Context: an optimization exercise on an open-source flow, tuned for small area and a short achievable clock period. The choices shown serve that exercise and are no tape-out recipe.
RTL that was checked went through simulation tests only; none was proved equivalent to the original.
For runs 3, 4, 6 and 7, only the layout was checked, not whether the RTL still works.
Power figures rest on the tool's default switching activity, not on a simulated workload.

$ cat design.v
package mem_responder_pkg;
  localparam int DEFAULT_AW = 8;
  localparam int DEFAULT_DW = 8;
  typedef enum logic {
    ST_LOAD = 1'b0,
    ST_RUN  = 1'b1
  } state_e;
endpackage
module ram_sp_async #(
  parameter int AW = 8,
  parameter int DW = 8
) (
  input  logic          clk,
  input  logic          i_we,
  input  logic [AW-1:0] i_waddr,
  input  logic [DW-1:0] i_wdata,
  input  logic [AW-1:0] i_raddr,
  output logic [DW-1:0] o_rdata
);
  logic [DW-1:0] r_mem [2**AW];
  always_ff @(posedge clk) begin
    if (i_we) begin
      r_mem[i_waddr] <= i_wdata;
    end
  end
  assign o_rdata = r_mem[i_raddr];
endmodule
module mem_responder #(
  parameter int AW = mem_responder_pkg::DEFAULT_AW,
  parameter int DW = mem_responder_pkg::DEFAULT_DW
) (
  input  logic          clk,
  input  logic          rst,
  input  logic [DW-1:0] bus_in,
  input  logic          AR_load,
  input  logic          memory_WE,
  output logic [DW-1:0] mem_out,
  input  logic          ld_valid,
  input  logic [DW-1:0] ld_data,
  input  logic          ld_last,
  output logic          ld_ready,
  input  logic          ld_restart,
  output logic          cpu_hold,
  output logic [AW-1:0] dev_ptr
);
  mem_responder_pkg::state_e r_state;
  mem_responder_pkg::state_e w_state_next;
  logic [AW-1:0] r_ptr;
  logic [AW-1:0] w_ptr_next;
  logic [AW-1:0] r_ar;
  logic [AW-1:0] w_ar_next;
  logic          w_we;
  logic [AW-1:0] w_waddr;
  logic [DW-1:0] w_wdata;
  logic [AW-1:0] w_bus_addr;
  assign w_bus_addr = AW'(bus_in);
  always_ff @(posedge clk) begin
    if (!rst) begin
      r_state <= mem_responder_pkg::ST_LOAD;
      r_ptr   <= '0;
      r_ar    <= '0;
    end else begin
      r_state <= w_state_next;
      r_ptr   <= w_ptr_next;
      r_ar    <= w_ar_next;
    end
  end
  always_comb begin
    w_state_next = r_state;
    w_ptr_next   = r_ptr;
    w_ar_next    = r_ar;
    w_we         = 1'b0;
    w_waddr      = r_ar;
    w_wdata      = bus_in;
    unique case (r_state)
      mem_responder_pkg::ST_LOAD: begin
        if (ld_restart) begin
          w_ptr_next = '0;
        end else if (ld_valid) begin
          w_we       = 1'b1;
          w_waddr    = r_ptr;
          w_wdata    = ld_data;
          w_ptr_next = r_ptr + 1'b1;
          if (ld_last || (r_ptr == '1)) begin
            w_state_next = mem_responder_pkg::ST_RUN;
          end
        end
      end
      mem_responder_pkg::ST_RUN: begin
        if (ld_restart) begin
          w_state_next = mem_responder_pkg::ST_LOAD;
          w_ptr_next   = '0;
        end else begin
          w_we = memory_WE;
          if (AR_load) begin
            w_ar_next = w_bus_addr;
          end
        end
      end
      default: begin
        w_state_next = mem_responder_pkg::ST_LOAD;
      end
    endcase
    if (!rst) begin
      w_we = 1'b0;
    end
  end
  ram_sp_async #(
    .AW(AW),
    .DW(DW)
  ) u_ram (
    .clk     (clk),
    .i_we    (w_we),
    .i_waddr (w_waddr),
    .i_wdata (w_wdata),
    .i_raddr (r_ar),
    .o_rdata (mem_out)
  );
  assign ld_ready = (r_state == mem_responder_pkg::ST_LOAD);
  assign cpu_hold = (r_state == mem_responder_pkg::ST_LOAD);
  assign dev_ptr  = r_ptr;
endmodule
$ cat run.sh
#!/bin/bash
# synth_recipe.tcl (not shown) runs the flow's synth.tcl, then flattens the netlist and writes it again
# the make line also repeats each setting of config.mk as NAME=value (left out here)
make -C /OpenROAD-flow-scripts/flow DESIGN_CONFIG=/design/flow/config.mk WORK_HOME=/design/flow/orfs CLKGATE_MAP_FILE= SYNTH_SCRIPT=/design/flow/synth_recipe.tcl finish
$ cat config.mk
export PLATFORM = sky130hd
export DESIGN_NAME = mem_responder
export DESIGN_NICKNAME = mem_responder
export VERILOG_FILES = /design/flow/design.v
export SDC_FILE = /design/flow/constraint.sdc
export NUM_CORES = 4
export LEC_CHECK = 0
export CAP_MARGIN = 20
export CORE_MARGIN = 2
export CORE_UTILIZATION = 40
export SETUP_SLACK_MARGIN = 0.3
export SLEW_MARGIN = 20
$ cat constraint.sdc
create_clock -name core_clock -period 6.5 [get_ports {clk}]
set_input_delay 1.3000 -clock core_clock [delete_from_list [all_inputs] [get_ports {clk}]]
set_output_delay 1.3000 -clock core_clock [all_outputs]
set_load 0.01 [all_outputs]
==> results of run 1 <==
==> per-layer routing <==
layer,vias to the layer above,track usage (%),part of all wire (%)
met1,21600,27.6,41
met5,-,0,0.023
met3,325,3.43,6.8
met4,6,6.97,3.3
met2,1563,32.3,49
li1,16900,-,-
==> layout by cell type, fill, tap and decap left out, drive strengths merged, types with 4 or more instances in the layout <==
cell type | synthesis | final
a2111oi | 5 | 5
a211oi | 26 | 26
a21o | 4 | 4
a21oi | 83 | 83
a221oi | 51 | 51
a22o | 45 | 45
a22oi | 73 | 73
a31oi | 8 | 8
and2 | 5 | 5
buf | 145 | 230
bufinv | 0 | 7
clkbuf | 98 | 258
clkdlybuf4s50 | 0 | 40
clkinv | 0 | 99
dfxtp | 25 | 25
edfxtp | 2048 | 2048
inv | 6 | 15
mux2i | 208 | 208
mux4 | 415 | 415
nand2 | 101 | 101
nand2b | 8 | 8
nand3 | 33 | 33
nand3b | 18 | 18
nor2 | 280 | 281
nor2b | 15 | 16
nor3 | 38 | 38
nor4 | 15 | 15
nor4b | 4 | 4
o211ai | 5 | 5
o21ai | 33 | 33
o221ai | 50 | 50
o22ai | 43 | 43
o2bb2ai | 4 | 4
o31ai | 5 | 5
or2 | 4 | 4
or3 | 7 | 7
xor2 | 4 | 4
==> kinds of logic (layout without fill, tap and decap cells) <==
kind of cell             count (synthesis)  in the layout  synth area share (%)
flip-flops                            2073           2073                  76.5
multiplexers                           623            623                  14.1
AND/OR/NAND/NOR                        544            546                  3.08
AO/OA/AOI/OAI                          442            442                  3.96
buffers and inverters                  249            651                  2.24
XOR/XNOR                                 5              5                0.0541
adder cells (fa/ha/maj)                  1              1                0.0154
==> critical path, cell delays in order (launching register included) <==
cell             delay [ns]
dfxtp_4                0.60
buf_12                 0.23
buf_12                 0.32
buf_4                  0.35
mux2i_1                0.25
o221ai_1               0.24
a21oi_1                0.22
a31oi_2                0.10
a211oi_1               0.73
nor4_2                 0.15
buf_4                  0.19
clkdlybuf4s50_1        0.49
==> through the flow <==
| step | utilization [%] | hold WS [ns] | total power (W) | std cells | area, sq um |
|---|---|---|---|---|---|
| 6_report | 45.5 | 0.562 | 0.0267 | 7013 | 91700 |
| 2_1_floorplan | - | 0.547 | 0.0155 | 3937 | 81000 |
| 4_1_cts | 45.4 | 0.564 | 0.0269 | 7013 | 91700 |
| 3_3_place_gp | 42.2 | 0.522 | 0.0158 | 6624 | 85100 |
| 3_5_place_dp | 42.2 | 0.556 | 0.0158 | 6624 | 85100 |
| 5_1_grt | 45.5 | 0.608 | 0.0275 | 7013 | 91700 |
==> power groups by stage <==
stage | Combinational, W | Sequential (W) | Clock (W)
2_1_floorplan | 0.000317 | 0.0152 | 0
3_3_place_gp | 0.000659 | 0.0151 | 0
3_5_place_dp | 0.000684 | 0.0151 | 0
4_1_cts | 0.000689 | 0.0148 | 0.0114
5_1_grt | 0.000729 | 0.0148 | 0.0119
6_report | 0.000684 | 0.0148 | 0.0112
==> cell type report <==
type,count,area [sq um]
Tap cell,2672,3340
Clock inverter,117,913
Fill cell,16800,110000
Multi-Input combinational cell,1617,17400
Clock buffer,258,5390
Inverter,6,22.5
Timing Repair Buffer,270,2600
Sequential cell,2073,62000
==> what timing repair did <==
item,4_1_cts,5_1_grt
gates cloned,2,0
setup buffers,12,0
setup endpoints to repair,8,4
resized for setup,7,6
pin swaps,2,0
==> registers in the layout, indices dropped and copies added (netlist names), named ones only <==
name         count
u_ram.r_mem   2048
r_state          1
r_ar             8
r_ptr            8
==> worst paths after layout <==
| kind | cells after the start | to | slack (ns) |
|---|---|---|---|
| max | 11 | mem_out[7] | 0.34 |
| min | 2 | r_state | 0.56 |
| max reg2reg | 7 | u_ram.r_mem[118][1] | 2.62 |
| min reg2reg | 2 | r_state | 0.56 |
==> reports/summary.txt, run 1 <==
Status: complete, no violations
Post-synth top area share: 75.9%
Startpoint type of the worst setup path: flip-flop
Worst r2r src: r_state
Count of final max-slew check failures: 0
Avg Vias per Cell: 5.76
Slew of the pin with the lowest slew margin: 1.14 ns
P_leak: 27.4 nW
Die area: 206,000 sq um
Period Utilization, post-route: 94.8%
Global Route Usage Sum: 20.0%
Cts bufs inserted: 203
Final Hold Fails: 0
Syn Nets: 3,961
Fmax: 162 MHz
Commonest cells post-synth: 2,048 x edfxtp_1, 412 x mux4_2, 278 x nor2_1
Initial Util: 40.2%
Syn Inst Count: 3,937
Post-DP HPWL: 128,000 microns
Hold Startpoint: r_state
Worst-skew pair later-pin latency: 0.85 ns
Worst endpoint required time: 5.20 ns
Largest net degree at the start of global routing: 171
Maximum vdd drop: 0.208 mV
Sw Ratio: 20.9%
Die width: 454 microns
Main area contributors after synthesis: edfxtp_1 76%, mux4_2 11%, mux2i_1 2.6%
Flop pwr share: 55.5%
IO Port Bufs: 40
ANT cells: 0
Layout cell share with drive strength beyond 1: 22.4%
Quantity of hold-fixing buffers added after cts: 0
Worst-case clock buffer depth: 3
Worst Hold Class: reg -> reg
Initial antenna violation count: 6
H-tree depth: 4
Synth Flop Type: edfxtp_1
CP Max Fanout: 59
RSZ-0062 raised after global routing: yes
Row cnt: 165
Synth Warn #: 2
#FFs+latches synth: 2,073
Core box area: 202,000 sq um
WL final: 208,000 microns
Sequential element share of the synthesized area: 76.5%
Setup WS pre-CTS: 0.736 ns
Clock root buffer: clkbuf_16
Combinational power share: 2.6%
Crit Path Category: reg -> out
DRT iter0 DRCs: 4,528
DRT antenna net count: 0
Critical Path End Type: output port
Worst setup margin: 0.336 ns
Fin crit period: 6.16 ns
WL per Instance: 29.6 microns
Clock-pin slew on the worst setup and hold paths: 0.07 ns
Final net count: 4,195
Setup TNS: 0 ns
Internal power: 0.0211 W
Gpl congestion: 0.867
Sinks on the clock net: 2,073
Dominant cell type by area after synthesis: edfxtp_1
GR Overflow Total: 0
Max-cap viol count: 0
Synth async-reset ratio: 0%
# DRC: 0
First-pass GRT wire length: 297,000 microns
Net switching power: 0.00560 W
Crit path DAT: 4.86 ns
EDFF count, synth: 2,048
Io pins: 41
Netlist cell types: 71
Vias in the first global route: 40,500
Most frequent cell after synthesis: edfxtp_1
TritonRoute pass-1 iters: 5
Clock skew: 0.0368 ns
Power Density: 292 nW/um^2
Relative slew slack: 23.7%
Syn_area_per_cell: 20.6 sq um
CTS tree: done
Clock power share: 42.0%
Area growth, synth to finish: 13.2%
Via count: 40,400
Die height: 454 microns
Final Setup Violations: 0
Mapped Area: 81,000 sq um
==> inputs of run 2 (changes only) <==
--- a/config.mk
+++ b/config.mk
@@ -7,2 +7,3 @@
 export LEC_CHECK = 0
+export ABC_CLOCK_PERIOD_IN_PS = 3000
 export CAP_MARGIN = 20
@@ -10,3 +11,3 @@
 export CORE_UTILIZATION = 40
-export SETUP_SLACK_MARGIN = 0.3
+export SETUP_SLACK_MARGIN = 3.0
 export SLEW_MARGIN = 20
==> run 2 against run 1 <==
Against the previous run:
- setup slack better by 0.98 ns
- register-to-register slack better by 0.84 ns
- non-clock buffer count is 139 higher
- critical path depth stayed put
- synthesized cell count stayed put
- sequential share of layout area is 4.0 points lower
- still clean
- hold slack better by 0.0076 ns
==> reports/summary.txt, run 2 <==
Status: complete, no violations (unchanged)
Synth Warn #: 2 (unchanged)
Internal power: 0.0218 W (was 0.0211 W)
FF-to-FF path depth: 6 (was 7)
Synth Flop Type: edfxtp_1 (unchanged)
Initial antenna violation count: 4 (was 6)
Net switching power: 0.00576 W (was 0.00560 W)
WL final: 224,000 microns (was 208,000 microns)
Quantity of hold-fixing buffers added after cts: 0 (unchanged)
Flop pwr share: 53.8% (was 55.5%)
DRT antenna net count: 0 (unchanged)
Fin util: 48.4% (was 45.5%)
Io pins: 41 (unchanged)
Critical Path End Type: output port (unchanged)
Hold path cells: 2 (unchanged)
TritonRoute pass-1 iters: 12 (was 5)
Avg Vias per Cell: 5.88 (was 5.76)
ANT cells: 0 (unchanged)
Area growth, synth to finish: 20.4% (was 13.2%)
Final non-filler cell total: 7,163 (was 7,013)
Syn_area_per_cell: 20.6 sq um (unchanged)
Crit Path Category: reg -> out (unchanged)
Dominant cell type by area after synthesis: edfxtp_1 (unchanged)
Sequential element share of the synthesized area: 76.5% (unchanged)
Setup WS pre-CTS: 0.557 ns (was 0.736 ns)
Layout cell share with drive strength beyond 1: 35.7% (was 22.4%)
Main area contributors after synthesis: edfxtp_1 76%, mux4_2 11%, mux2i_1 2.6% (unchanged)
Fin crit period: 5.18 ns (was 6.16 ns)
Slew of the pin with the lowest slew margin: 0.856 ns (was 1.14 ns)
Max FFs per register: 2,048 (unchanged)
Biggest regs: u_ram.r_mem x2048, r_ar x8, r_ptr x8 (unchanged)
Global Route Usage Sum: 20.8% (was 20.0%)
Gpl congestion: 0.839 (was 0.867)
Maximum vdd drop: 0.212 mV (was 0.208 mV)
Clock power share: 43.3% (was 42.0%)
Largest net degree at the start of global routing: 193 (was 171)
Power Density: 282 nW/um^2 (was 292 nW/um^2)
Clock skew: 0.0389 ns (was 0.0368 ns)
#FFs+latches synth: 2,073 (unchanged)
Period Utilization, post-route: 79.7% (was 94.8%)
Via count: 42,100 (was 40,400)
Mapped Area: 81,000 sq um (unchanged)
H-tree depth: 4 (unchanged)
Combinational power share: 2.9% (was 2.6%)
Die width: 454 microns (unchanged)
Post-DP HPWL: 127,000 microns (was 128,000 microns)
CTS tree: done (unchanged)
Initial Util: 40.2% (unchanged)
Final Hold Fails: 0 (unchanged)
First-pass GRT wire length: 307,000 microns (was 297,000 microns)
Clock root buffer: clkbuf_16 (unchanged)
Worst setup margin: 1.32 ns (was 0.336 ns)
Fmax: 193 MHz (was 162 MHz)
Syn Inst Count: 3,937 (unchanged)
Inst Count DP: 6,588 (was 6,624)
Worst endpoint required time: 5.20 ns (about the same)
Most frequent cell after synthesis: edfxtp_1 (unchanged)
EDFF count, synth: 2,048 (unchanged)
Core box area: 202,000 sq um (unchanged)
Max-cap viol count: 0 (unchanged)
Row cnt: 165 (unchanged)
Startpoint type of the worst setup path: flip-flop (unchanged)
Sinks on the clock net: 2,073 (unchanged)
Clock-pin slew on the worst setup and hold paths: 0.07 ns (about the same)
Netlist cell types: 71 (unchanged)
Cts bufs inserted: 201 (was 203)
Final net count: 4,343 (was 4,195)
CP Max Fanout: 18 (was 59)
Most common cell after layout, fill and taps aside: edfxtp_1 (unchanged)
IO Port Bufs: 40 (unchanged)
WL per Instance: 31.2 microns (was 29.6 microns)
Post-synth top area share: 75.9% (unchanged)
Worst-case clock buffer depth: 3 (unchanged)
Die area: 206,000 sq um (unchanged)
Crit path DAT: 3.88 ns (was 4.86 ns)
Commonest cells post-synth: 2,048 x edfxtp_1, 412 x mux4_2, 278 x nor2_1 (unchanged)
Most frequent cells in the layout: 2,048 x edfxtp_1, 414 x mux4_2, 236 x buf_4, 206 x clkbuf_16, 202 x mux2i_1 (was 2,048 x edfxtp_1, 412 x mux4_2, 276 x nor2_1, 208 x mux2i_1, 206 x clkbuf_16)
Relative slew slack: 42.9% (was 23.7%)
DRT iter0 DRCs: 5,409 (was 4,528)
Vias in the first global route: 41,500 (was 40,500)
Top reg by flops: u_ram.r_mem (unchanged)
Synth async-reset ratio: 0% (unchanged)
P_leak: 29.1 nW (was 27.4 nW)
Setup TNS: 0 ns (unchanged)
GR Overflow Total: 0 (unchanged)
# DRC: 0 (unchanged)
Worst Hold Class: reg -> reg (unchanged)
Syn Nets: 3,961 (unchanged)
RSZ-0062 raised after global routing: yes (unchanged)
Sw Ratio: 20.9% (about the same)
Die height: 454 microns (unchanged)
Final Setup Violations: 0 (unchanged)
Worst-skew pair later-pin latency: 0.87 ns (was 0.85 ns)
Count of final max-slew check failures: 0 (unchanged)
==> run 2: per-layer routing <==
| layer | part of all wire (%) | vias to the layer above | GRT usage (%) |
|---|---|---|---|
| met5 | 0.034 | - | 0 |
| met4 | 3.9 | 2 | 7.90 |
| met3 | 7.5 | 362 | 3.19 |
| met2 | 49 | 1986 | 33.8 |
| met1 | 40 | 22500 | 28.3 |
| li1 | - | 17300 | - |
==> run 2: stage by stage <==
step	power, W	hold WS (ns)	cell area [sq um]
floorplan	0.0155	0.547	81100
global placement	0.0158	0.535	84800
detailed placement	0.0158	0.553	84800
CTS	0.0276	0.564	95200
global route	0.0282	0.598	97600
finish	0.0276	0.570	97600
==> run 2: cell type report <==
type	instances	area, sq um
Multi-Input combinational cell	1628	20600
Timing Repair Buffer	409	4820
Fill cell	16100	104000
Sequential cell	2073	62000
Inverter	6	26.3
Clock inverter	127	1450
Tap cell	2672	3340
Clock buffer	248	5270
==> run 2: timing repair <==
| action | in CTS | in global routing |
|---|---|---|
| pin swaps | 75 | 69 |
| setup endpoints to repair | 3251 | 2438 |
| setup buffers | 104 | 58 |
| resized for setup | 480 | 374 |
| cloned | 22 | 15 |
==> run 2: logic make-up (layout without fill, tap and decap cells) <==
family	count (synthesis)	after routing	share of synthesized area (%)
AO/OA/AOI/OAI	442	442	3.96
buffers and inverters	249	790	2.24
flip-flops	2073	2073	76.5
XOR/XNOR	5	5	0.0541
adder cells (fa/ha/maj)	1	1	0.0154
AND/OR/NAND/NOR	544	557	3.08
multiplexers	623	623	14.1
==> run 2: worst max-delay path: stages (launching register included) <==
cell and delay, ns:
dfxtp_4 0.36, buf_12 0.15, buf_4 0.17, buf_6 0.26, mux2i_1 0.15, a221oi_1 0.30
o21ai_1 0.15, a211oi_2 0.42, a211oi_2 0.11, buf_4 0.18, nor4_4 0.50, buf_2 0.23
==> run 2: worst paths after layout <==
check,startpoint,endpoint,slack [ns]
worst min register to register,r_state,r_state,0.57
worst min-delay path,r_state,r_state,0.57
worst max register to register,r_state,u_ram.r_mem[85][4],3.46
worst max-delay path,flip-flop,mem_out[7],1.32
==> run 2: power groups by stage <==
stage               Sequential, W  Combinational, W  Clock (W)
global placement           0.0151          0.000646          0
finish                     0.0148          0.000806     0.0119
floorplan                  0.0151          0.000330          0
CTS                        0.0148          0.000727     0.0120
global route               0.0148          0.000841     0.0125
detailed placement         0.0151          0.000669          0
==> inputs of run 3 (changes only) <==
--- a/design.v
+++ b/design.v
@@ -3,2 +3,3 @@
   localparam int DEFAULT_DW = 8;
+  localparam int DEFAULT_RK = 4;
   typedef enum logic {
@@ -10,3 +11,4 @@
   parameter int AW = 8,
-  parameter int DW = 8
+  parameter int DW = 8,
+  parameter int RK = 4
 ) (
@@ -16,2 +18,3 @@
   input  logic [DW-1:0] i_wdata,
+  input  logic [AW-1:0] i_raddr_n,
   input  logic [AW-1:0] i_raddr,
@@ -19,9 +22,36 @@
 );
+  localparam int NC = 2**(AW-RK);
   logic [DW-1:0] r_mem [2**AW];
-  always_ff @(posedge clk) begin
-    if (i_we) begin
-      r_mem[i_waddr] <= i_wdata;
+  logic [DW-1:0] r_cand [NC];
+  logic [DW-1:0] w_cand [NC];
+  logic          w_lo_hit;
+  logic [2**AW-1:0] w_bwe;
+  always_comb begin
+    for (int a = 0; a < 2**AW; a++) begin
+      w_bwe[a] = i_we && (i_waddr == AW'(a));
     end
   end
-  assign o_rdata = r_mem[i_raddr];
+  always_ff @(posedge clk) begin
+    for (int a = 0; a < 2**AW; a++) begin
+      if (w_bwe[a]) begin
+        r_mem[a] <= i_wdata;
+      end
+    end
+  end
+  assign w_lo_hit = i_we && (i_waddr[RK-1:0] == i_raddr_n[RK-1:0]);
+  always_comb begin
+    for (int j = 0; j < NC; j++) begin
+      if (w_lo_hit && (i_waddr[AW-1:RK] == (AW-RK)'(j))) begin
+        w_cand[j] = i_wdata;
+      end else begin
+        w_cand[j] = r_mem[{(AW-RK)'(j), i_raddr_n[RK-1:0]}];
+      end
+    end
+  end
+  always_ff @(posedge clk) begin
+    for (int j = 0; j < NC; j++) begin
+      r_cand[j] <= w_cand[j];
+    end
+  end
+  assign o_rdata = r_cand[i_raddr[AW-1:RK]];
 endmodule
@@ -55,2 +85,3 @@
   logic [AW-1:0] w_bus_addr;
+  logic [AW-1:0] w_raddr_next;
   assign w_bus_addr = AW'(bus_in);
@@ -107,12 +138,15 @@
   end
+  assign w_raddr_next = rst ? w_ar_next : '0;
   ram_sp_async #(
     .AW(AW),
-    .DW(DW)
+    .DW(DW),
+    .RK(mem_responder_pkg::DEFAULT_RK)
   ) u_ram (
-    .clk     (clk),
-    .i_we    (w_we),
-    .i_waddr (w_waddr),
-    .i_wdata (w_wdata),
-    .i_raddr (r_ar),
-    .o_rdata (mem_out)
+    .clk       (clk),
+    .i_we      (w_we),
+    .i_waddr   (w_waddr),
+    .i_wdata   (w_wdata),
+    .i_raddr_n (w_raddr_next),
+    .i_raddr   (r_ar),
+    .o_rdata   (mem_out)
   );
--- a/config.mk
+++ b/config.mk
@@ -7,3 +7,2 @@
 export LEC_CHECK = 0
-export ABC_CLOCK_PERIOD_IN_PS = 3000
 export CAP_MARGIN = 20
@@ -11,3 +10,3 @@
 export CORE_UTILIZATION = 40
-export SETUP_SLACK_MARGIN = 3.0
+export SETUP_SLACK_MARGIN = 0.3
 export SLEW_MARGIN = 20
==> run 3 against run 2 <==
Against the previous run:
- clock-buffer cell count rose by 12
- global-route usage rose by 2.5 points
- synthesized area rose by 1.3%
- sequential share of layout area rose by 5.4 points
- critical path type unchanged
==> reports/summary.txt, run 3 <==
Status: complete, no violations (unchanged)
Gpl congestion: 0.896 (was 0.839)
EDFF count, synth: 2,048 (unchanged)
Synth Flop Type: edfxtp_1 (unchanged)
Synth async-reset ratio: 0% (unchanged)
GR Overflow Total: 0 (unchanged)
Xor and xnor fraction of the mapped netlist area: 0.107% (was 0.0541%)
First-pass GRT wire length: 352,000 microns (was 307,000 microns)
Final Setup Violations: 0 (unchanged)
Layout cell share with drive strength beyond 1: 11.5% (was 35.7%)
Sequential element share of the synthesized area: 78.5% (was 76.5%)
Io pins: 41 (unchanged)
Final net count: 5,042 (was 4,343)
Vias in the first global route: 46,900 (was 41,500)
Main area contributors after synthesis: edfxtp_1 75%, a22oi_1 5.8%, dfxtp_1 3.5% (was edfxtp_1 76%, mux4_2 11%, mux2i_1 2.6%)
Worst endpoint required time: 5.20 ns (about the same)
Post-DP HPWL: 145,000 microns (was 127,000 microns)
Netlist cell types: 72 (was 71)
Worst-skew pair later-pin latency: 0.87 ns (about the same)
Startpoint type of the worst setup path: flip-flop (unchanged)
Syn Nets: 4,987 (was 3,961)
Commonest cells post-synth: 2,048 x edfxtp_1, 629 x a22oi_1, 308 x clkbuf_1 (was 2,048 x edfxtp_1, 412 x mux4_2, 278 x nor2_1)
Die area: 209,000 sq um (was 206,000 sq um)
Syn Inst Count: 4,963 (was 3,937)
Cell mode on critical path: o21ai_0
Setup Fix Bufs, Post-CTS: 0 (was 104)
Post-synth top area share: 75.0% (was 75.9%)
Clock root buffer: clkbuf_16 (unchanged)
Cts repair resizes: 0 (was 480)
DRT iter0 DRCs: 7,782 (was 5,409)
Worst-case clock buffer depth: 3 (unchanged)
Power after layout: 0.0285 W (was 0.0276 W)
Cts bufs inserted: 206 (was 201)
Quantity of hold-fixing buffers added after cts: 0 (unchanged)
Largest net degree at the start of global routing: 158 (was 193)
Crit path DAT: 4.09 ns (was 3.88 ns)
Maximum vdd drop: 0.242 mV (was 0.212 mV)
Initial Util: 40.2% (about the same)
Biggest regs: u_ram.r_mem x2048, u_ram.r_cand x128 (was u_ram.r_mem x2048, r_ar x8, r_ptr x8)
Adder-cell area share of the yosys netlist: 0.0153% (was 0.0154%)
Critical Path End Type: output port (unchanged)
CTS tree: done (unchanged)
Period Utilization, post-route: 83.0% (was 79.7%)
Final Hold Fails: 0 (unchanged)
Die height: 457 microns (was 454 microns)
P_leak: 27.2 nW (was 29.1 nW)
TritonRoute pass-1 iters: 9 (was 12)
Syn_area_per_cell: 16.5 sq um (was 20.6 sq um)
Worst Hold Class: reg -> reg (unchanged)
DRT antenna net count: 0 (unchanged)
WL per Instance: 31.7 microns (was 31.2 microns)
Slew of the pin with the lowest slew margin: 1.20 ns (was 0.856 ns)
Mapped Area: 82,000 sq um (was 81,000 sq um)
Power Density: 305 nW/um^2 (was 282 nW/um^2)
Top reg by flops: u_ram.r_mem (unchanged)
Row cnt: 166 (was 165)
Synth Warn #: 5 (was 2)
Die width: 457 microns (was 454 microns)
Global Route Usage Sum: 23.3% (was 20.8%)
Avg Vias per Cell: 6.28 (was 5.88)
Post-synthesis simple-gate area fraction: 3.05% (was 3.08%)
Synth Area in Compound Gates: 15.4% (was 3.96%)
Most frequent cell after synthesis: edfxtp_1 (unchanged)
Worst setup margin: 1.11 ns (was 1.32 ns)
# DRC: 0 (unchanged)
Post-synthesis mux area share: 0.872% (was 14.1%)
Crit Path Category: reg -> out (unchanged)
Sinks on the clock net: 2,193 (was 2,073)
Most frequent cells in the layout: 2,048 x edfxtp_1, 629 x a22oi_1, 305 x nor2_1, 248 x o22ai_1, 214 x clkbuf_16 (was 2,048 x edfxtp_1, 414 x mux4_2, 236 x buf_4, 206 x clkbuf_16, 202 x mux2i_1)
Core box area: 204,000 sq um (was 202,000 sq um)
RSZ-0062 raised after global routing: no (was yes)
WL final: 250,000 microns (was 224,000 microns)
Clock skew: 0.0436 ns (was 0.0389 ns)
Slowest CP cell: dfxtp_1 (was nor4_4)
Fin crit period: 5.39 ns (was 5.18 ns)
IO Port Bufs: 40 (unchanged)
H-tree depth: 4 (unchanged)
Clock-pin slew on the worst setup and hold paths: 0.07 ns (about the same)
Count of final max-slew check failures: 0 (unchanged)
Max FFs per register: 2,048 (unchanged)
Dominant cell type by area after synthesis: edfxtp_1 (unchanged)
Fin util: 45.7% (was 48.4%)
Fmax: 185 MHz (was 193 MHz)
#FFs+latches synth: 2,193 (was 2,073)
Relative slew slack: 20.0% (was 42.9%)
Setup TNS: 0 ns (unchanged)
Setup WS pre-CTS: 0.986 ns (was 0.557 ns)
CP Cell Sequence: buf_4 > mux2i_1 > o21ai_0 > a22oi_1 > o21ai_0 > a21oi_1 > nor2_1 > clkdlybuf4s50_1 (was buf_12 > buf_4 > buf_6 > mux2i_1 > a221oi_1 > o21ai_1 > a211oi_2 > a211oi_2 > buf_4 > nor4_4 > buf_2)
Initial antenna violation count: 3 (was 4)
Via count: 49,600 (was 42,100)
Max-cap viol count: 0 (unchanged)
CP Max Fanout: 21 (was 18)
CP peak stage delay: 0.88 ns (was 0.50 ns)
Main combinational cell family by area after synthesis: compound AO/OA/AOI/OAI gates (was multiplexers)
Most common cell after layout, fill and taps aside: edfxtp_1 (unchanged)
Area growth, synth to finish: 13.8% (was 20.4%)
run 3: cells by family after synthesis:
logic type | count (synthesis)
AO/OA/AOI/OAI | 1726
XOR/XNOR | 10
adder cells (fa/ha/maj) | 1
buffers and inverters | 414
flip-flops | 2193
multiplexers | 67
AND/OR/NAND/NOR | 552
run 3: final cells by class:
class,count,area (sq um)
fill,17400,111000
sequential,2193,64400
multi-input combinational,2356,16300
clock buffer,260,5630
tap,2688,3360
timing repair buffer,243,2360
clock inverter,125,1130
inverter,18,128
antenna,8,20.0
run 3: through the flow:
| step | cells | hold slack (ns) | area, sq um |
|---|---|---|---|
| 2_1_floorplan | 4963 | 0.479 | 82000 |
| 5_1_grt | 7883 | 0.544 | 93300 |
| 3_3_place_gp | 7497 | 0.503 | 86600 |
| 6_report | 7891 | 0.529 | 93400 |
| 3_5_place_dp | 7497 | 0.511 | 86600 |
| 4_1_cts | 7882 | 0.524 | 93300 |
run 3: metal layers:
metal	part of all wire [%]	GRT usage [%]
met1	40	31.8
met2	46	35.9
met3	10	5.34
met4	4.2	9.72
met5	0.018	0
run 3: power breakdown:
group	switching [W]	total [W]	leakage, nW	internal (W)
Clock	0.00526	0.0120	3.32	0.00677
Combinational	0.000686	0.000848	4.30	0.000161
Sequential	0.0000253	0.0156	19.6	0.0156
Total	0.00597	0.0285	27.2	0.0225
run 3: worst paths after layout:
check | slack [ns] | startpoint | cells after the start | endpoint
max | 1.11 | r_ar[4] | 8 | mem_out[1]
max reg2reg | 2.16 | r_ar[7] | 6 | u_ram.r_mem[179][6]
min | 0.53 | u_ram.r_mem[0][1] | 2 | u_ram.r_cand[0][1]
min reg2reg | 0.53 | u_ram.r_mem[0][1] | 2 | u_ram.r_cand[0][1]
run 3: critical path: cells and delay by family, from the launching register on:
kind            cells  cell delay [ns]
compound gates      4             0.87
flops               1             0.88
buf+inv             2             1.01
mux                 1             0.10
simple gates        1             0.35
==> inputs of run 4 (changes only) <==
--- a/config.mk
+++ b/config.mk
@@ -7,2 +7,3 @@
 export LEC_CHECK = 0
+export ABC_CLOCK_PERIOD_IN_PS = 3000
 export CAP_MARGIN = 20
@@ -10,3 +11,3 @@
 export CORE_UTILIZATION = 40
-export SETUP_SLACK_MARGIN = 0.3
+export SETUP_SLACK_MARGIN = 3.0
 export SLEW_MARGIN = 20
==> run 4 against run 3 <==
Against the previous run:
- non-clock buffer count up 105
- largest cell class unchanged
- global-route usage rose by 2.1 points
- die area is the same
- synthesized area unchanged
- power rose by 0.31%
- sequential power hardly changed
- register-to-register slack improved by 0.88 ns
- combinational power is 13% higher
- routed wire length increased by 10%
==> reports/summary.txt, run 4 <==
Layout cell share with drive strength beyond 1: 20.9% (was 11.5%)
Final Hold Fails: 0 (unchanged)
Slowest CP cell: mux4_2 (was dfxtp_1)
Worst Hold Class: reg -> reg (unchanged)
Startpoint type of the worst setup path: flip-flop (unchanged)
Fmax: 235 MHz (was 185 MHz)
Buf+Inv Stages, Crit Path: 2 (unchanged)
Gpl congestion: 0.943 (was 0.896)
TritonRoute pass-1 iters: 9 (unchanged)
Global Route Usage Sum: 25.4% (was 23.3%)
Worst endpoint required time: 5.20 ns (about the same)
Biggest regs: u_ram.r_mem x2048, u_ram.r_cand x128 (unchanged)
Crit path max-delay family: compound AO/OA/AOI/OAI gates (was buffers and inverters)
Io pins: 41 (unchanged)
Initial Util: 40.2% (unchanged)
Status: complete, no violations (unchanged)
Quantity of hold-fixing buffers added after cts: 0 (unchanged)
Fillers: 17,000 (was 17,400)
#FFs+latches synth: 2,193 (unchanged)
Row cnt: 166 (unchanged)
Main area contributors after synthesis: edfxtp_1 75%, a22oi_1 5.8%, dfxtp_1 3.5% (unchanged)
Final Setup Violations: 0 (unchanged)
Initial antenna violation count: 13 (was 3)
Commonest cells post-synth: 2,048 x edfxtp_1, 629 x a22oi_1, 308 x clkbuf_1 (unchanged)
First-pass GRT wire length: 380,000 microns (was 352,000 microns)
Critical Path End Type: output port (unchanged)
Sequential element share of the synthesized area: 78.5% (unchanged)
CP Max Fanout: 9 (was 21)
Core box area: 204,000 sq um (unchanged)
Via count: 52,000 (was 49,600)
Fin util: 47.8% (was 45.7%)
Finished layout cell area: 97,700 sq um (was 93,400 sq um)
Vias in the first global route: 48,900 (was 46,900)
Crit path DAT: 2.95 ns (was 4.09 ns)
Worst-case clock buffer depth: 3 (unchanged)
Area post-placement: 87,900 sq um (was 86,600 sq um)
Syn_area_per_cell: 16.5 sq um (unchanged)
Final net count: 5,169 (was 5,042)
Syn Nets: 4,987 (unchanged)
Clock-pin slew on the worst setup and hold paths: 0.07 ns (about the same)
CP Cell Sequence: buf_12 > mux4_2 > a32oi_2 > nor2_2 > o32a_1 > buf_2 (was buf_4 > mux2i_1 > o21ai_0 > a22oi_1 > o21ai_0 > a21oi_1 > nor2_1 > clkdlybuf4s50_1)
Fin crit period: 4.25 ns (was 5.39 ns)
Netlist cell types: 72 (unchanged)
DRT antenna net count: 0 (unchanged)
Power after layout: 0.0285 W (about the same)
Mapped Area: 82,000 sq um (unchanged)
Die width: 457 microns (unchanged)
CP peak stage delay: 0.60 ns (was 0.88 ns)
Slew of the pin with the lowest slew margin: 1.19 ns (was 1.20 ns)
CTS tree: done (unchanged)
Synth async-reset ratio: 0% (unchanged)
Power Density: 292 nW/um^2 (was 305 nW/um^2)
IO Port Bufs: 40 (unchanged)
Syn Inst Count: 4,963 (unchanged)
Top reg by flops: u_ram.r_mem (unchanged)
Max FFs per register: 2,048 (unchanged)
RSZ-0062 raised after global routing: yes (was no)
WL final: 275,000 microns (was 250,000 microns)
GR Overflow Total: 0 (unchanged)
Clock root buffer: clkbuf_16 (unchanged)
Die area: 209,000 sq um (unchanged)
Period Utilization, post-route: 65.3% (was 83.0%)
Clock skew: 0.0557 ns (was 0.0436 ns)
Avg Vias per Cell: 6.48 (was 6.28)
Worst-skew pair later-pin latency: 0.87 ns (about the same)
Crit Path Category: reg -> out (unchanged)
Setup TNS: 0 ns (unchanged)
Relative slew slack: 20.6% (was 20.0%)
Largest net degree at the start of global routing: 157 (was 158)
WL per Instance: 34.3 microns (was 31.7 microns)
Max-cap viol count: 0 (unchanged)
Die height: 457 microns (unchanged)
Post-synth top area share: 75.0% (unchanged)
Worst r2r src: r_state (was r_ar[7])
Most common cell after layout, fill and taps aside: edfxtp_1 (unchanged)
CP startpoint: r_ar[5] (was r_ar[4])
Dominant cell type by area after synthesis: edfxtp_1 (unchanged)
H-tree depth: 4 (unchanged)
Cts bufs inserted: 211 (was 206)
Count of final max-slew check failures: 0 (unchanged)
Most frequent cells in the layout: 2,048 x edfxtp_1, 628 x a22oi_1, 242 x o22ai_1, 233 x nor2_4, 216 x clkbuf_16 (was 2,048 x edfxtp_1, 629 x a22oi_1, 305 x nor2_1, 248 x o22ai_1, 214 x clkbuf_16)
Maximum vdd drop: 0.273 mV (was 0.242 mV)
Synth Warn #: 5 (unchanged)
Sinks on the clock net: 2,193 (unchanged)
Hold Startpoint: u_ram.r_mem[160][4] (was u_ram.r_mem[0][1])
# DRC: 0 (unchanged)
Synth Flop Type: edfxtp_1 (unchanged)
P_leak: 28.4 nW (was 27.2 nW)
Most frequent cell after synthesis: edfxtp_1 (unchanged)
Area growth, synth to finish: 19.1% (was 13.8%)
EDFF count, synth: 2,048 (unchanged)
Post-DP HPWL: 153,000 microns (was 145,000 microns)
DRT iter0 DRCs: 8,927 (was 7,782)
[run 4: routing by layer]
layer  part of all wire, %  track usage [%]  up-vias
met5                 0.013                0        -
met4                   5.0             11.8        6
met3                    12             6.27      615
met2                    45             38.6     3580
met1                    38             34.5    26700
li1                      -                -    21100
[run 4: stage by stage]
step	hold WS, ns	std cells	setup WS [ns]
6_report	0.527	8021	2.25
3_5_place_dp	0.514	7467	0.766
4_1_cts	0.526	7978	2.30
2_1_floorplan	0.479	4963	1.63
5_1_grt	0.546	8015	2.13
3_3_place_gp	0.507	7467	0.752
[run 4: power breakdown]
part	leakage, nW	internal (W)	switching [W]
Combinational	5.45	0.000210	0.000751
Clock	3.30	0.00667	0.00532
Sequential	19.6	0.0156	0.0000389
Total	28.4	0.0224	0.00611
[run 4: worst paths after layout]
check | to | slack, ns | cells after the start
worst max-delay path | mem_out[4] | 2.25 | 6
worst min-delay path | u_ram.r_cand[10][4] | 0.53 | 2
worst max register to register | u_ram.r_cand[1][7] | 3.04 | 12
worst min register to register | u_ram.r_cand[10][4] | 0.53 | 2
[run 4: cell families after synthesis]
logic type / after synthesis / share of synthesized area, %
DFF: 2193 / 78.5
buffers and inverters: 414 / 2.05
adders and majority gates: 1 / 0.0153
muxes: 67 / 0.872
and+or+nand+nor: 552 / 3.05
xor gates and xnor gates: 10 / 0.107
AOI/OAI and AO/OA: 1726 / 15.4
[run 4: tightest hold or removal path, cell delays in order (launching register included)]
cell	delay, ns
edfxtp_1	0.32
o21ai_0	0.08
o22ai_1	0.10
[run 4: timing repair]
action	CTS	global route
pin swaps	36	33
gates resized for setup	270	142
buffers inserted	100	30
cloned	16	6
endpoints found under the setup margin	3446	1521
[run 4: area by class of cell]
| cell class | instances | area [sq um] | area share, % |
|---|---|---|---|
| well taps | 2688 | 3360 | 3.44 |
| repair buffers | 348 | 3760 | 3.85 |
| clock buffers | 307 | 6010 | 6.16 |
| diodes | 6 | 15.0 | 0.0154 |
| multi-input cells | 2368 | 19300 | 19.7 |
| clock inverters | 88 | 727 | 0.744 |
| repair inverters | 5 | 27.5 | 0.0282 |
| inverters | 18 | 109 | 0.111 |
| flip-flops and latches | 2193 | 64400 | 65.9 |
==> inputs of run 5 (changes only) <==
--- a/design.v
+++ b/design.v
@@ -26,3 +26,12 @@
   logic [DW-1:0] w_cand [NC];
-  logic          w_lo_hit;
+  logic          r_pw_we;
+  logic [AW-1:0] r_pw_addr;
+  logic [DW-1:0] r_pw_data;
+  logic          w_hit_now;
+  logic          w_hit_pw;
+  always_ff @(posedge clk) begin
+    r_pw_we   <= i_we;
+    r_pw_addr <= i_waddr;
+    r_pw_data <= i_wdata;
+  end
   logic [2**AW-1:0] w_bwe;
@@ -30,3 +39,3 @@
     for (int a = 0; a < 2**AW; a++) begin
-      w_bwe[a] = i_we && (i_waddr == AW'(a));
+      w_bwe[a] = r_pw_we && (r_pw_addr == AW'(a));
     end
@@ -36,3 +45,3 @@
       if (w_bwe[a]) begin
-        r_mem[a] <= i_wdata;
+        r_mem[a] <= r_pw_data;
       end
@@ -40,7 +49,10 @@
   end
-  assign w_lo_hit = i_we && (i_waddr[RK-1:0] == i_raddr_n[RK-1:0]);
+  assign w_hit_now = i_we && (i_waddr[RK-1:0] == i_raddr_n[RK-1:0]);
+  assign w_hit_pw  = r_pw_we && (r_pw_addr[RK-1:0] == i_raddr_n[RK-1:0]);
   always_comb begin
     for (int j = 0; j < NC; j++) begin
-      if (w_lo_hit && (i_waddr[AW-1:RK] == (AW-RK)'(j))) begin
+      if (w_hit_now && (i_waddr[AW-1:RK] == (AW-RK)'(j))) begin
         w_cand[j] = i_wdata;
+      end else if (w_hit_pw && (r_pw_addr[AW-1:RK] == (AW-RK)'(j))) begin
+        w_cand[j] = r_pw_data;
       end else begin
==> run 5 against run 4 <==
Against the previous run:
- register-to-register slack improved by 0.04 ns
- first-iteration DRC count decreased by 4.9%
- via count decreased by 1.6%
- synthesized area increased by 0.45%
- sequential cell count increased by 17
- non-clock buffer count decreased by 45
- core utilization decreased by 0.84 points
- critical path type unchanged
- critical endpoint is now mem_out[3]
==> reports/summary.txt, run 5 <==
Status: complete, no violations (unchanged)
CP Max Fanout: 7 (was 9)
DRT iter0 DRCs: 8,489 (was 8,927)
Final net count: 5,408 (was 5,169)
Clock-pin slew on the worst setup and hold paths: 0.06 ns (was 0.07 ns)
Fmax: 236 MHz (was 235 MHz)
Clock root buffer: clkbuf_16 (unchanged)
Setup TNS: 0 ns (unchanged)
Post-synth top area share: 74.6% (was 75.0%)
Critical Path End Type: output port (unchanged)
#FFs+latches synth: 2,210 (was 2,193)
Most common cell after layout, fill and taps aside: edfxtp_1 (unchanged)
CTS tree: done (unchanged)
Syn_area_per_cell: 15.8 sq um (was 16.5 sq um)
Syn Nets: 5,242 (was 4,987)
Max-cap viol count: 0 (unchanged)
Power Density: 298 nW/um^2 (was 292 nW/um^2)
Maximum vdd drop: 0.275 mV (was 0.273 mV)
Die width: 458 microns (was 457 microns)
Slew of the pin with the lowest slew margin: 1.37 ns (was 1.19 ns)
Worst endpoint required time: 5.20 ns (about the same)
Synth async-reset ratio: 0% (unchanged)
Main area contributors after synthesis: edfxtp_1 75%, a22oi_1 6.0%, dfxtp_1 3.9% (was edfxtp_1 75%, a22oi_1 5.8%, dfxtp_1 3.5%)
Sinks on the clock net: 2,210 (was 2,193)
Worst-skew pair later-pin latency: 0.88 ns (was 0.87 ns)
H-tree depth: 4 (unchanged)
Biggest regs: u_ram.r_mem x2048, u_ram.r_cand x128 (unchanged)
WL per Instance: 31.7 microns (was 34.3 microns)
Startpoint type of the worst setup path: flip-flop (unchanged)
Core box area: 205,000 sq um (was 204,000 sq um)
Io pins: 41 (unchanged)
Clock skew: 0.0484 ns (was 0.0557 ns)
Die height: 458 microns (was 457 microns)
Netlist cell types: 67 (was 72)
Fin util: 47.0% (was 47.8%)
RSZ-0062 raised after global routing: yes (unchanged)
DRT antenna net count: 0 (unchanged)
Vias in the first global route: 47,900 (was 48,900)
WL final: 262,000 microns (was 275,000 microns)
Syn Inst Count: 5,218 (was 4,963)
Final Hold Fails: 0 (unchanged)
Hold_ws: 0.616 ns (was 0.527 ns)
Most frequent cell after synthesis: edfxtp_1 (unchanged)
Via count: 51,100 (was 52,000)
Initial antenna violation count: 12 (was 13)
GR Overflow Total: 0 (unchanged)
Dominant cell type by area after synthesis: edfxtp_1 (unchanged)
Mapped Area: 82,400 sq um (was 82,000 sq um)
Synth Flop Type: edfxtp_1 (unchanged)
Row cnt: 166 (unchanged)
Max FFs per register: 2,048 (unchanged)
Crit path DAT: 2.93 ns (was 2.95 ns)
Period Utilization, post-route: 65.1% (was 65.3%)
# DRC: 0 (unchanged)
EDFF count, synth: 2,048 (unchanged)
IO Port Bufs: 40 (unchanged)
Power after layout: 0.0287 W (was 0.0285 W)
Cts bufs inserted: 215 (was 211)
TritonRoute pass-1 iters: 8 (was 9)
Largest net degree at the start of global routing: 188 (was 157)
First-pass GRT wire length: 366,000 microns (was 380,000 microns)
Count of final max-slew check failures: 0 (unchanged)
Fin crit period: 4.23 ns (was 4.25 ns)
Finished layout cell area: 96,300 sq um (was 97,700 sq um)
Synth Warn #: 5 (unchanged)
Top reg by flops: u_ram.r_mem (unchanged)
Final Setup Violations: 0 (unchanged)
Global Route Usage Sum: 24.3% (was 25.4%)
Layout cell share with drive strength beyond 1: 15.3% (was 20.9%)
Quantity of hold-fixing buffers added after cts: 0 (unchanged)
Area growth, synth to finish: 16.8% (was 19.1%)
Worst-case clock buffer depth: 3 (unchanged)
Relative slew slack: 7.02% (was 20.6%)
Die area: 210,000 sq um (was 209,000 sq um)
Initial Util: 40.2% (about the same)
Crit Path Category: reg -> out (unchanged)
Commonest cells post-synth: 2,048 x edfxtp_1, 654 x a22oi_1, 452 x nand2_1 (was 2,048 x edfxtp_1, 629 x a22oi_1, 308 x clkbuf_1)
Most frequent cells in the layout: 2,048 x edfxtp_1, 648 x a22oi_1, 440 x nand2_1, 386 x nor2_1, 216 x clkbuf_16 (was 2,048 x edfxtp_1, 628 x a22oi_1, 242 x o22ai_1, 233 x nor2_4, 216 x clkbuf_16)
Sequential element share of the synthesized area: 78.6% (was 78.5%)
P_leak: 30.1 nW (was 28.4 nW)
Avg Vias per Cell: 6.19 (was 6.48)
Post-DP HPWL: 141,000 microns (was 153,000 microns)
Gpl congestion: 0.935 (was 0.943)
Worst Hold Class: reg -> reg (unchanged)
Area post-placement: 86,500 sq um (was 87,900 sq um)
-- run 5: final cells by class --
| class | instances | area [sq um] |
|---|---|---|
| diodes | 8 | 20.0 |
| clock buffers | 289 | 5830 |
| clock inverters | 105 | 988 |
| fillers | 17300 | 109000 |
| inverters | 16 | 71.3 |
| multi-input cells | 2638 | 17400 |
| flip-flops and latches | 2210 | 64800 |
| well taps | 2688 | 3360 |
| repair buffers | 303 | 3800 |
-- run 5: kinds of logic (layout without fill, tap and decap cells) --
kind of cell	Yosys count	in the layout	synth area share (%)
xor+xnor	14	14	0.149
flops	2210	2210	78.6
mux	109	109	1.48
other cells	0	8	0
compound gates	1270	1273	11.4
fa+ha+maj	1	1	0.0152
buf+inv	382	713	1.87
simple gates	1232	1241	6.49
-- run 5: routing by layer --
metal / part of all wire, % / vias to the layer above / wire (microns) / global-route usage, %
li1: - / 21200 / - / -
met1: 39 / 26100 / 103000 / 34.2
met2: 45 / 3291 / 119000 / 37.2
met3: 12 / 484 / 30300 / 5.52
met4: 3.6 / 4 / 9380 / 8.54
met5: 0.0088 / - / 23 / 0
-- run 5: final timing paths --
check,slack [ns],end,from,cells after the start
max,2.27,mem_out[3],r_ar[5],8
min,0.62,r_state,r_state,2
max reg2reg,3.08,u_ram.r_cand[6][6],r_state,6
min reg2reg,0.62,r_state,r_state,2
-- run 5: report_power, final --
part	leakage [nW]	switching (W)	internal [W]
logic	6.94	0.000584	0.000166
registers	19.8	0.000107	0.0157
clock network	3.34	0.00537	0.00674
total	30.1	0.00606	0.0226
-- run 5: metrics by stage --
stage / std cells / setup slack, ns
floorplan: 5218 / 2.63
global placement: 7710 / 0.781
detailed placement: 7710 / 0.858
CTS: 8235 / 2.30
global route: 8251 / 2.28
finish: 8257 / 2.27
-- run 5: critical path, stage by stage, from the launching register on --
cell and delay (ns):
dfxtp_4 0.45, buf_12 0.13, buf_16 0.12, mux2i_4 0.28, o22ai_2 0.12, a22oi_2 0.18
o21ai_2 0.10, o32a_1 0.47, buf_2 0.19
-- run 5: repair_timing --
item,in CTS,in global routing
gates resized for setup,256,68
gates cloned,32,2
pin swaps,52,24
endpoints found under the setup margin,137,135
setup buffers,99,12
==> inputs of run 6 (changes only) <==
==> design.v (replaced) <==
package mem_responder_pkg;
  localparam int DEFAULT_AW = 8;
  localparam int DEFAULT_DW = 8;
  typedef enum logic {
    ST_LOAD = 1'b0,
    ST_RUN  = 1'b1
  } state_e;
endpackage
module ram_sp_async #(
  parameter int AW = 8,
  parameter int DW = 8
) (
  input  logic          clk,
  input  logic          i_we,
  input  logic [AW-1:0] i_waddr,
  input  logic [DW-1:0] i_wdata,
  input  logic          i_rnew,
  input  logic [AW-1:0] i_raddr,
  input  logic [AW-1:0] i_raddr_n,
  output logic [DW-1:0] o_rdata
);
  logic [DW-1:0] r_mem [2**AW];
  logic          r_pw_we;
  logic [AW-1:0] r_pw_addr;
  logic [DW-1:0] r_pw_data;
  logic [DW-1:0] r_rdata;
  logic [DW-1:0] w_rdata_new;
  logic [DW-1:0] w_rdata_next;
  always_ff @(posedge clk) begin
    r_pw_we   <= i_we;
    r_pw_addr <= i_waddr;
    r_pw_data <= i_wdata;
  end
  logic [2**AW-1:0] w_bwe;
  always_comb begin
    for (int a = 0; a < 2**AW; a++) begin
      w_bwe[a] = r_pw_we && (r_pw_addr == AW'(a));
    end
  end
  always_ff @(posedge clk) begin
    for (int a = 0; a < 2**AW; a++) begin
      if (w_bwe[a]) begin
        r_mem[a] <= r_pw_data;
      end
    end
  end
  always_comb begin
    if (r_pw_we && (r_pw_addr == i_raddr_n)) begin
      w_rdata_new = r_pw_data;
    end else begin
      w_rdata_new = r_mem[i_raddr_n];
    end
  end
  always_comb begin
    if (i_we && (i_waddr == (i_rnew ? i_raddr_n : i_raddr))) begin
      w_rdata_next = i_wdata;
    end else if (i_rnew) begin
      w_rdata_next = w_rdata_new;
    end else begin
      w_rdata_next = r_rdata;
    end
  end
  always_ff @(posedge clk) begin
    r_rdata <= w_rdata_next;
  end
  assign o_rdata = r_rdata;
endmodule
module mem_responder #(
  parameter int AW = mem_responder_pkg::DEFAULT_AW,
  parameter int DW = mem_responder_pkg::DEFAULT_DW
) (
  input  logic          clk,
  input  logic          rst,
  input  logic [DW-1:0] bus_in,
  input  logic          AR_load,
  input  logic          memory_WE,
  output logic [DW-1:0] mem_out,
  input  logic          ld_valid,
  input  logic [DW-1:0] ld_data,
  input  logic          ld_last,
  output logic          ld_ready,
  input  logic          ld_restart,
  output logic          cpu_hold,
  output logic [AW-1:0] dev_ptr
);
  mem_responder_pkg::state_e r_state;
  mem_responder_pkg::state_e w_state_next;
  logic [AW-1:0] r_ptr;
  logic [AW-1:0] w_ptr_next;
  logic [AW-1:0] r_ar;
  logic [AW-1:0] w_ar_next;
  logic          w_we;
  logic [AW-1:0] w_waddr;
  logic [DW-1:0] w_wdata;
  logic          w_ar_new;
  logic [AW-1:0] w_raddr_new;
  logic          w_load;
  assign w_load = (r_state == mem_responder_pkg::ST_LOAD);
  always_ff @(posedge clk) begin
    if (!rst) begin
      r_state <= mem_responder_pkg::ST_LOAD;
      r_ptr   <= '0;
      r_ar    <= '0;
    end else begin
      r_state <= w_state_next;
      r_ptr   <= w_ptr_next;
      r_ar    <= w_ar_next;
    end
  end
  assign w_waddr = w_load ? r_ptr : r_ar;
  assign w_wdata = w_load ? ld_data : bus_in;
  assign w_we    = rst && !ld_restart && (w_load ? ld_valid : memory_WE);
  assign w_ar_new  = !w_load && !ld_restart && AR_load;
  assign w_ar_next = w_ar_new ? AW'(bus_in) : r_ar;
  always_comb begin
    w_state_next = r_state;
    w_ptr_next   = r_ptr;
    if (ld_restart) begin
      w_state_next = mem_responder_pkg::ST_LOAD;
      w_ptr_next   = '0;
    end else if (w_load && ld_valid) begin
      w_ptr_next = r_ptr + 1'b1;
      if (ld_last || (r_ptr == '1)) begin
        w_state_next = mem_responder_pkg::ST_RUN;
      end
    end
  end
  assign w_raddr_new = rst ? AW'(bus_in) : '0;
  ram_sp_async #(
    .AW(AW),
    .DW(DW)
  ) u_ram (
    .clk       (clk),
    .i_we      (w_we),
    .i_waddr   (w_waddr),
    .i_wdata   (w_wdata),
    .i_rnew    (w_ar_new || !rst),
    .i_raddr   (r_ar),
    .i_raddr_n (w_raddr_new),
    .o_rdata   (mem_out)
  );
  assign ld_ready = w_load;
  assign cpu_hold = w_load;
  assign dev_ptr  = r_ptr;
endmodule
--- a/config.mk
+++ b/config.mk
@@ -10,3 +10,4 @@
 export CORE_MARGIN = 2
-export CORE_UTILIZATION = 40
+export CORE_UTILIZATION = 55
+export CTS_BUF_LIST = sky130_fd_sc_hd__clkbuf_8
 export SETUP_SLACK_MARGIN = 3.0
==> run 6 against run 5 <==
Against the previous run:
- the flow now stops in global routing
- synthesized area down 2.0%
- synthesized cell count shrank 3.0%
==> reports/summary.txt, run 6 <==
Status: stopped before the end (was complete, no violations)
Last stage reached: global routing
Log Error: [ERROR GRT-0232] Routing congestion too high. Check the congestion heatmap in the GUI.
Row cnt: 140 (was 166)
Worst-case clock buffer depth: 4 (was 3)
GRT worst endpoint: u_ram.r_rdata[5]$_DFFE_PP_/D
Sinks on the clock net: 2,090 (was 2,210)
GR Overflow Total: 6
Cts bufs inserted: 349 (was 215)
EDFF count, synth: 2,056 (was 2,048)
Io pins: 41 (unchanged)
Syn_area_per_cell: 16.0 sq um (was 15.8 sq um)
Dominant cell type by area after synthesis: edfxtp_1 (unchanged)
Gpl congestion: 1.32 (was 0.935)
Syn Inst Count: 5,061 (was 5,218)
Clock root buffer: clkbuf_8 (was clkbuf_16)
Main area contributors after synthesis: edfxtp_1 76%, a22oi_1 5.1%, nor2_1 2.0% (was edfxtp_1 75%, a22oi_1 6.0%, dfxtp_1 3.9%)
Die width: 387 microns (was 458 microns)
Die height: 387 microns (was 458 microns)
Commonest cells post-synth: 2,056 x edfxtp_1, 552 x a22oi_1, 426 x nor2_1 (was 2,048 x edfxtp_1, 654 x a22oi_1, 452 x nand2_1)
Largest net degree at the start of global routing: 163
#FFs+latches synth: 2,090 (was 2,210)
Netlist cell types: 82 (was 67)
Post-synth top area share: 76.4% (was 74.6%)
Synth Flop Type: edfxtp_1 (unchanged)
IO Port Bufs: 40 (unchanged)
Initial antenna violation count: 95
H-tree depth: 5 (was 4)
Sequential element share of the synthesized area: 77.3% (was 78.6%)
Mapped Area: 80,800 sq um (was 82,400 sq um)
Post-DP HPWL: 365,000 microns (was 141,000 microns)
Syn Nets: 5,085 (was 5,242)
Synth Warn #: 3 (was 5)
Initial Util: 55.4% (was 40.2%)
Global Route Usage Sum: 76.8%
Worst ep type: register data pin
Synth async-reset ratio: 0% (unchanged)
Most frequent cell after synthesis: edfxtp_1 (unchanged)
run 6: power by group through the flow:
stage | clock network (W) | registers [W] | logic, W
after CTS | 0.0104 | 0.0150 | 0.00129
after detailed placement | 0 | 0.0153 | 0.00112
after floorplan | 0 | 0.0153 | 0.000336
after global placement | 0 | 0.0153 | 0.00111
run 6: cell families after synthesis:
logic type	count (synthesis)	synth area share, %
flip-flops	2090	77.3
AO/OA/AOI/OAI	1346	12.3
AND/OR/NAND/NOR	1163	7.15
buffers and inverters	378	2.16
multiplexers	70	0.897
XOR/XNOR	12	0.130
adder cells (fa/ha/maj)	2	0.0279
run 6: repair_timing:
item	in CTS
endpoints found under the setup margin	173
resized for setup	450
hold endpoints to repair	0
pin swaps	94
buffers inserted	163
hold buffers	0
gates cloned	9
run 6: how the worst max path moves through the flow:
stage                     startpoint               end  slack (ns)  depth (start not counted)
after CTS                        rst  u_ram.r_rdata[5]        2.63                         13
after floorplan                  rst  u_ram.r_rdata[5]        2.66                         11
after global placement     bus_in[2]  u_ram.r_rdata[5]       -0.23                         12
after detailed placement   bus_in[7]  u_ram.r_rdata[3]        0.04                         13
run 6: layer usage:
layer | GRT overflow | GRT usage [%]
met1 | 0 | 79.0
met2 | 2 | 85.2
met3 | 0 | 69.1
met4 | 4 | 71.3
met5 | 0 | 55.0
run 6: stage by stage:
step | area (sq um) | std cells | hold slack (ns) | setup slack [ns] | util, %
after floorplan | 81000 | 5061 | 0.457 | 2.66 | -
after global placement | 88600 | 7342 | 0.477 | -0.227 | 60.8
after detailed placement | 88900 | 7357 | 0.484 | 0.0444 | 61.0
after CTS | 98800 | 8110 | 0.495 | 2.63 | 67.8
==> inputs of run 7 (changes only) <==
--- a/design.v
+++ b/design.v
@@ -3,2 +3,3 @@
   localparam int DEFAULT_DW = 8;
+  localparam int DEFAULT_RK = 6;
   typedef enum logic {
@@ -10,3 +11,4 @@
   parameter int AW = 8,
-  parameter int DW = 8
+  parameter int DW = 8,
+  parameter int RK = 6
 ) (
@@ -21,2 +23,3 @@
 );
+  localparam int NC = 2**(AW-RK);
   logic [DW-1:0] r_mem [2**AW];
@@ -25,5 +28,6 @@
   logic [DW-1:0] r_pw_data;
-  logic [DW-1:0] r_rdata;
-  logic [DW-1:0] w_rdata_new;
-  logic [DW-1:0] w_rdata_next;
+  logic [DW-1:0] r_cand [NC];
+  logic [DW-1:0] w_cand [NC];
+  logic          w_hit_pw;
+  logic          w_hit_now;
   always_ff @(posedge clk) begin
@@ -46,16 +50,28 @@
   end
+  logic [DW*(2**AW)-1:0] w_lvl [RK+1];
   always_comb begin
-    if (r_pw_we && (r_pw_addr == i_raddr_n)) begin
-      w_rdata_new = r_pw_data;
-    end else begin
-      w_rdata_new = r_mem[i_raddr_n];
+    for (int a = 0; a < 2**AW; a++) begin
+      w_lvl[0][a*DW +: DW] = r_mem[a];
+    end
+    for (int l = 0; l < RK; l++) begin
+      w_lvl[l+1] = '0;
+      for (int i = 0; i < 2**(AW-l-1); i++) begin
+        w_lvl[l+1][i*DW +: DW] = i_raddr_n[l] ? w_lvl[l][(2*i+1)*DW +: DW]
+                                              : w_lvl[l][(2*i)*DW +: DW];
+      end
     end
   end
+  assign w_hit_pw  = r_pw_we && (r_pw_addr[RK-1:0] == i_raddr_n[RK-1:0]);
+  assign w_hit_now = i_we && (i_waddr[RK-1:0] == (i_rnew ? i_raddr_n[RK-1:0] : i_raddr[RK-1:0]));
   always_comb begin
-    if (i_we && (i_waddr == (i_rnew ? i_raddr_n : i_raddr))) begin
-      w_rdata_next = i_wdata;
-    end else if (i_rnew) begin
-      w_rdata_next = w_rdata_new;
-    end else begin
-      w_rdata_next = r_rdata;
+    for (int j = 0; j < NC; j++) begin
+      if (w_hit_now && ((int'(i_waddr) >> RK) == j)) begin
+        w_cand[j] = i_wdata;
+      end else if (!i_rnew) begin
+        w_cand[j] = r_cand[j];
+      end else if (w_hit_pw && ((int'(r_pw_addr) >> RK) == j)) begin
+        w_cand[j] = r_pw_data;
+      end else begin
+        w_cand[j] = w_lvl[RK][j*DW +: DW];
+      end
     end
@@ -63,5 +79,7 @@
   always_ff @(posedge clk) begin
-    r_rdata <= w_rdata_next;
+    for (int j = 0; j < NC; j++) begin
+      r_cand[j] <= w_cand[j];
+    end
   end
-  assign o_rdata = r_rdata;
+  assign o_rdata = r_cand[int'(i_raddr) >> RK];
 endmodule
@@ -130,3 +148,4 @@
     .AW(AW),
-    .DW(DW)
+    .DW(DW),
+    .RK(mem_responder_pkg::DEFAULT_RK)
   ) u_ram (
--- a/config.mk
+++ b/config.mk
@@ -10,4 +10,3 @@
 export CORE_MARGIN = 2
-export CORE_UTILIZATION = 55
-export CTS_BUF_LIST = sky130_fd_sc_hd__clkbuf_8
+export CORE_UTILIZATION = 40
 export SETUP_SLACK_MARGIN = 3.0
==> run 7 against run 6 <==
Against the previous run:
- now clean on timing, DRC and antenna
- synthesized cell count up 3.7%
- synthesized area increased by 3.9%
==> reports/summary.txt, run 7 <==
Status: complete, no violations (was stopped before the end)
Worst setup margin: 2.88 ns
Final Setup Violations: 0
Core box area: 209,000 sq um
Mapped Area: 83,900 sq um (was 80,800 sq um)
Min-Delay Endpoint: r_state
Setup TNS: 0 ns
Layout cell share with drive strength beyond 1: 13.2%
Syn Inst Count: 5,249 (was 5,061)
Clock root buffer: clkbuf_16 (was clkbuf_8)
Global Route Usage Sum: 23.6%
CP Cell Sequence: nor2b_1 > nand2_1 > nor2_1
Max-cap viol count: 0
Final non-filler cell total: 8,249
Biggest regs: u_ram.r_mem x2048, u_ram.r_cand x32
Relative slew slack: 18.9%
Hold_ws: 0.540 ns
DRT iter0 DRCs: 7,972
Post-DP HPWL: 153,000 microns (was 365,000 microns)
Sequential element share of the synthesized area: 75.3% (was 77.3%)
Clock-pin slew on the worst setup and hold paths: 0.07 ns
Io pins: 41 (unchanged)
Worst r2r src: u_ram.r_pw_addr[6]
First-pass GRT wire length: 360,000 microns
Die area: 213,000 sq um
Die width: 462 microns (was 387 microns)
Worst-skew pair later-pin latency: 0.87 ns
IO Port Bufs: 40 (unchanged)
Commonest cells post-synth: 2,080 x edfxtp_1, 470 x nand2_1, 396 x nor2_1 (was 2,056 x edfxtp_1, 552 x a22oi_1, 426 x nor2_1)
Die height: 462 microns (was 387 microns)
RSZ-0062 raised after global routing: yes
#FFs+latches synth: 2,114 (was 2,090)
P_leak: 29.8 nW
Fmax: 276 MHz
Synth Warn #: 6 (was 3)
EDFF count, synth: 2,080 (was 2,056)
Row cnt: 168 (was 140)
Dominant cell type by area after synthesis: edfxtp_1 (unchanged)
Syn_area_per_cell: 16.0 sq um (about the same)
Final net count: 5,289
Grt met3 use: 5.88%
Gpl congestion: 0.964 (was 1.32)
Inst Count DP: 7,833 (was 7,357)
Grt peak-use layer: met2
CP Max Fanout: 16
Hold path cells: 2
Most frequent cells in the layout: 2,080 x edfxtp_1, 463 x nand2_1, 387 x nor2_1, 221 x mux2i_1, 214 x o21ai_0
Sinks on the clock net: 2,114 (was 2,090)
Worst Hold Class: reg -> reg
Main area contributors after synthesis: edfxtp_1 74%, mux4_2 2.7%, mux2i_1 2.6% (was edfxtp_1 76%, a22oi_1 5.1%, nor2_1 2.0%)
# DRC: 0
Initial antenna violation count: 7
Grt met1 use: 32.5%
WL per Instance: 31.1 microns
Initial Util: 40.1% (was 55.4%)
Top reg by flops: u_ram.r_mem
Max FFs per register: 2,048
RR Endpoint: u_ram.r_mem[100][0]
Area growth, synth to finish: 12.9%
WL final: 256,000 microns
Startpoint type of the worst setup path: flip-flop
Finished layout cell area: 94,700 sq um
DRT antenna net count: 0
Power Density: 303 nW/um^2
GR Overflow Total: 0
Worst-case clock buffer depth: 3 (was 4)
Slew of the pin with the lowest slew margin: 1.22 ns
Final Hold Fails: 0
Synth Flop Type: edfxtp_1 (unchanged)
CTS tree: done
Most common cell after layout, fill and taps aside: edfxtp_1
Synth async-reset ratio: 0% (unchanged)
Critical Path End Type: flip-flop
Clock skew: 0.0354 ns
Cts bufs inserted: 207 (was 349)
H-tree depth: 4 (was 5)
Crit Path Category: reg -> reg
Largest net degree at the start of global routing: 222
Fin crit period: 3.62 ns
Syn Nets: 5,273 (was 5,085)
Most frequent cell after synthesis: edfxtp_1 (unchanged)
Count of final max-slew check failures: 0
FF-to-FF path depth: 3
Vias in the first global route: 47,400
Avg Vias per Cell: 6.10
Met2 Resource Use GR: 35.2%
TritonRoute pass-1 iters: 10
Hold Startpoint: r_ptr[7]
Via count: 50,300
Slowest CP cell: nor2_1
Maximum vdd drop: 0.246 mV
Netlist cell types: 88 (was 82)
Worst endpoint required time: 6.97 ns
Area post-placement: 87,100 sq um (was 88,900 sq um)
Period Utilization, post-route: 55.7%
Crit path DAT: 4.09 ns
Flop2flop setup slack: 2.88 ns
Setup WS pre-CTS: 1.23 ns (was 0.0444 ns)
Post-synth top area share: 74.5% (was 76.4%)
CP peak stage delay: 1.06 ns
[run 7: changes by cell type after synthesis, sizes merged, moves of 44 or more]
| cell | delta |
|---|---|
| a22oi | -452 |
| nand2 | +323 |
| o21ai | +173 |
| mux2i | +170 |
| o221ai | +127 |
| mux4 | +125 |
| a32oi | -101 |
| nor4 | -100 |
| nand4 | -79 |
| a211oi | +63 |
| a32o | -48 |
| a311oi | +44 |
[run 7: repair_timing]
action | CTS | global route
setup buffers | 8 | 9
setup endpoints to repair | 73 | 74
cloned | 9 | 2
hold endpoints to repair | 0 | 0
hold buffers | 0 | 0
pin swaps | 7 | 6
gates resized for setup | 103 | 66
[run 7: worst max-delay path: cells and delay by family (launching register included)]
family	cells	cell delay, ns
simple gates	3	2.85
flops	1	0.36
[run 7: worst max-delay path by stage]
stage / start / endpoint / slack, ns / depth (start not counted)
floorplan: rst / u_ram.r_cand[2][0] / 3.19 / 8
global placement: bus_in[4] / u_ram.r_cand[2][6] / 0.98 / 9
detailed placement: bus_in[4] / u_ram.r_cand[1][7] / 1.23 / 9
CTS: bus_in[3] / u_ram.r_cand[2][1] / 2.92 / 10
global route: rst / u_ram.r_cand[3][6] / 2.94 / 10
finish: u_ram.r_pw_addr[6] / u_ram.r_mem[100][0] / 2.88 / 3
[run 7: logic make-up after synthesis]
group / share of synthesized area (%)
AOI/OAI and AO/OA: 8.88
xor gates and xnor gates: 0.125
adders and majority gates: 0.0149
buffers and inverters: 2.50
DFF: 75.3
muxes: 6.78
and+or+nand+nor: 6.44
[run 7: layout make-up]
type | count | area [sq um]
Timing Repair Buffer | 179 | 1960
Sequential cell | 2114 | 63200
Antenna cell | 2 | 5.00
Multi-Input combinational cell | 2741 | 19300
Fill cell | 18100 | 114000
Clock buffer | 256 | 5420
Clock inverter | 130 | 1240
Tap cell | 2805 | 3510
Inverter | 22 | 97.6
[run 7: layer usage]
metal | part of all wire, % | wire length [microns]
met5 | 0.034 | 88
met2 | 45 | 114000
met4 | 5.1 | 13200
met1 | 39 | 100000
met3 | 11 | 28300
[run 7: power breakdown]
| group | total, W | internal, W | switching, W |
|---|---|---|---|
| Combinational | 0.00163 | 0.000439 | 0.00119 |
| Clock | 0.0119 | 0.00675 | 0.00515 |
| Sequential | 0.0152 | 0.0151 | 0.0000893 |
[run 7: metrics by stage]
step	power (W)	util (%)
final	0.0287	45.3
after global routing	0.0294	45.3
after CTS	0.0288	45.1
after detailed placement	0.0170	41.7
after global placement	0.0170	41.7
after floorplan	0.0163	-

Setup slack of run 7, layout unchanged: 2.881 ns with ideal ports, 2.717 ns with driving cells assumed (clock clkbuf_16, inputs buf_2), 1.784 ns with port delays also shifted by the 0.933 ns mid clock arrival.
